Background: an optimization exercise with open tools, aiming at small area, a short achievable clock period and few clock cycles per item. Do not read the settings as production practice.
Only simulation tests tie the RTL to the original design; equivalence was not proved.

## v24
Design rgb_to_hsv_pixel_top, start of the top module:
module rgb_to_hsv_pixel_top (
  input  logic        clk,
  input  logic        rst,
  input  logic        pix_valid,
  output logic        pix_ready,
  input  logic [15:0] pix_red,
  input  logic [15:0] pix_green,
  input  logic [15:0] pix_blue,
  output logic        hsv_valid,
  input  logic        hsv_ready,
  output logic [18:0] hsv_hue,
  output logic [16:0] hsv_saturation,
  output logic [15:0] hsv_brightness
);
Settings: LEC_CHECK=0, CAP_MARGIN=20, CORE_MARGIN=2, CORE_UTILIZATION=60, CTS_CLUSTER_DIAMETER=70, CTS_CLUSTER_SIZE=25, SLEW_MARGIN=20; clock period 12.0 ns.
standard.sh (not shown) runs the stock make flow with config.mk's settings and CLKGATE_MAP_FILE= SYNTH_SCRIPT=/design/flow/synth_recipe.tcl, a recipe that flattens the netlist after the stock synthesis.
==> flow/flow/run.sh <==
#!/bin/bash
# Standard synthesis and layout; the layout's timing repair aims for extra setup slack,
# and clock tree synthesis clusters the register sinks in a single level.
set -euo pipefail
bash standard.sh synth > synth.log 2>&1
bash standard.sh SETUP_SLACK_MARGIN=8.4 \
  "CTS_ARGS=-sink_clustering_enable -repair_clock_nets -sink_clustering_size 25 -sink_clustering_max_diameter 70 -sink_clustering_levels 1" \
  finish > layout.log 2>&1
Testbench counts of v24, summed over its fixed seeds: cycles 12,088, items 12,000.
Changes in v55 relative to v24:
- changing CTS_CLUSTER_DIAMETER from 70 to 100
- changing CTS_CLUSTER_SIZE from 25 to 30
==> flow/flow/run.sh <==
#!/bin/bash
# Standard synthesis and layout; the layout's timing repair aims for extra setup slack.
set -euo pipefail
bash standard.sh synth > synth.log 2>&1
bash standard.sh SETUP_SLACK_MARGIN=8.4 finish > layout.log 2>&1
Findings:
Register-to-register slack delta for v55 relative to v24: 30 ps lower. Of v55 and v24, the run reporting the lower final critical-path share of the clock period was v24. v24 tops out at a higher clock frequency than v55. Compared with v24, in v55 routed length on met3 picked up an extra about 3%; area used by multi-input combinational logic flat; worst slew margin relative to its limit shows no meaningful change; worst hold slack increased by 7.5 ps relative to the old numbers.
--- input diff v55..v25 ---
- a change of CORE_UTILIZATION from 60 to 72
- an added PLACE_DENSITY of 0.82
--- outcome ---
Both conditions hold for v25: the flow ran to the end and the final layout passed the timing, design-rule and antenna checks. Summary of v25 over v55: total number of vias up 3330, critical path depth now smaller, post-route cell area picked up an extra 0.39%, area of the multi-input gates grew by about 0.43%. Summary of v25 over v55: maximum frequency fell 2.9%; global-route track usage on met1 moved up.
## Diff of input files: v11 against v25
- clearing PLACE_DENSITY, which used to be 0.82
- swapping 30 for 25 in CTS_CLUSTER_SIZE
- swapping 72 for 60 in CORE_UTILIZATION
- swapping 100 for 70 in CTS_CLUSTER_DIAMETER
--- a/flow/flow/run.sh
+++ b/flow/flow/run.sh
@@ -4,2 +4,2 @@
 bash standard.sh synth > synth.log 2>&1
-bash standard.sh SETUP_SLACK_MARGIN=8.4 finish > layout.log 2>&1
+bash standard.sh SETUP_SLACK_MARGIN=8.25 finish > layout.log 2>&1
--- outcome ---
Per the final summary, v11 finished and its layout is clean on timing, DRC and antenna.
Biggest cell delay along the critical path: v11 lower than v25
Compared v11 against v25; register fraction of the total cell area within noise.
Going from v25 to v11, height of the chip grows by 31 um.
Looking only at relative slew slack, and setting everything else aside, the higher value of v25 and v11 goes to v25.


Setup of zinc:
Starting RTL as in the previous note.
clock: 12.0 ns
lec_check: 0
cap_margin: 20
core_margin: 2
core_utilization: 60
cts_cluster_diameter: 70
cts_cluster_size: 25
place_density: 0.75
slew_margin: 20
==> flow/flow/run.sh <==
#!/bin/bash
# Standard synthesis and layout; the layout's timing repair aims for extra setup slack.
set -euo pipefail
bash standard.sh synth > synth.log 2>&1
bash standard.sh SETUP_SLACK_MARGIN=8.4 finish > layout.log 2>&1
Testbench counts of zinc, summed over its fixed seeds: cycles 12,088, items 12,000.
diff inputs: zinc => pepper
Settings: changing PLACE_DENSITY from 0.75 to 0.72; changing CORE_UTILIZATION from 60 to 68.
Results
- Each of the runs, namely pepper and zinc, reached the end of the flow and came out clean.
- Route | pepper vs zinc | wire shorter in pepper
Edits applied to the flow inputs when going from pepper to garnet:
Settings: removing PLACE_DENSITY (formerly 0.72); changing CORE_UTILIZATION from 68 to 60.
## What came out
- Comparing pepper and garnet, the lower fraction of final layout cells with drive strength greater than 1 is on garnet.
- Per the comparison of garnet with pepper, die area rose 13%; count of inverters not on the clock network in the layout about even.
- Summary — sum of buffers and inverters on the critical path, garnet relative to pepper: lower, by 1.
Input changes introduced in quartz (baseline for comparison: garnet):
==> flow/flow/run.sh <==
#!/bin/bash
# Standard synthesis and layout; the layout's timing repair aims for extra setup slack.
set -euo pipefail
bash standard.sh synth > synth.log 2>&1
bash standard.sh SETUP_SLACK_MARGIN=8.55 finish > layout.log 2>&1
In the flow results for quartz and garnet, the delay of the slowest cell on the worst path is larger on quartz.
quartz vs. garnet: share of final layout cell area taken by clock buffers and inverters was more or less identical, period utilization +0.41 points.
Going from garnet to quartz, overall routing resource usage grows by 0.57 points.
quartz vs garnet, setup slack went down by 0.049 ns.
Between garnet and quartz, fraction of area in registers decreased.

## afterwards: timing with drivers on the ports
The flow's constraints put no driver on any port. The routed layouts listed below were extracted and timed again, unchanged, in two steps. Step 1 assumes that a clkbuf_16 drives the clock port and a buf_2 every other input. Step 2, shift: input delay + t, output delay - t, t = (earliest + latest rising clock arrival at the registers) / 2. This alone moves slack from input paths to output paths. Three values: no drivers, after step 1, after step 2; two values: the first two.
| run | t, ns | slack for setup (ns) | worst register clock-pin slew, ns | pins driven straight from the clock port |
|---|---|---|---|---|
| v24 | 0.774 | 8.404 / 8.318 / 7.729 | 0.09 / 0.09 | 1 |
| v55 | 0.756 | 8.374 / 8.328 / 7.734 | 0.11 / 0.11 | 1 |
| v25 | 0.776 | 8.265 / 8.298 / 7.547 | 0.12 / 0.12 | 1 |
| v11 | 0.773 | 8.252 / 8.220 / 7.531 | 0.09 / 0.09 | 1 |
| zinc | 0.783 | 8.378 / 8.300 / 7.650 | 0.10 / 0.10 | 1 |
| pepper | 0.748 | 8.379 / 8.348 / 7.663 | 0.10 / 0.10 | 1 |
| garnet | 0.774 | 8.404 / 8.318 / 7.729 | 0.09 / 0.09 | 1 |
| quartz | 0.774 | 8.355 / 8.282 / 7.839 | 0.10 / 0.10 | 1 |
After both steps setup and hold are still met in every run listed. The setup slack of zinc, which loses most, moves by -0.078 ns with the drivers and by -0.728 ns with both steps.
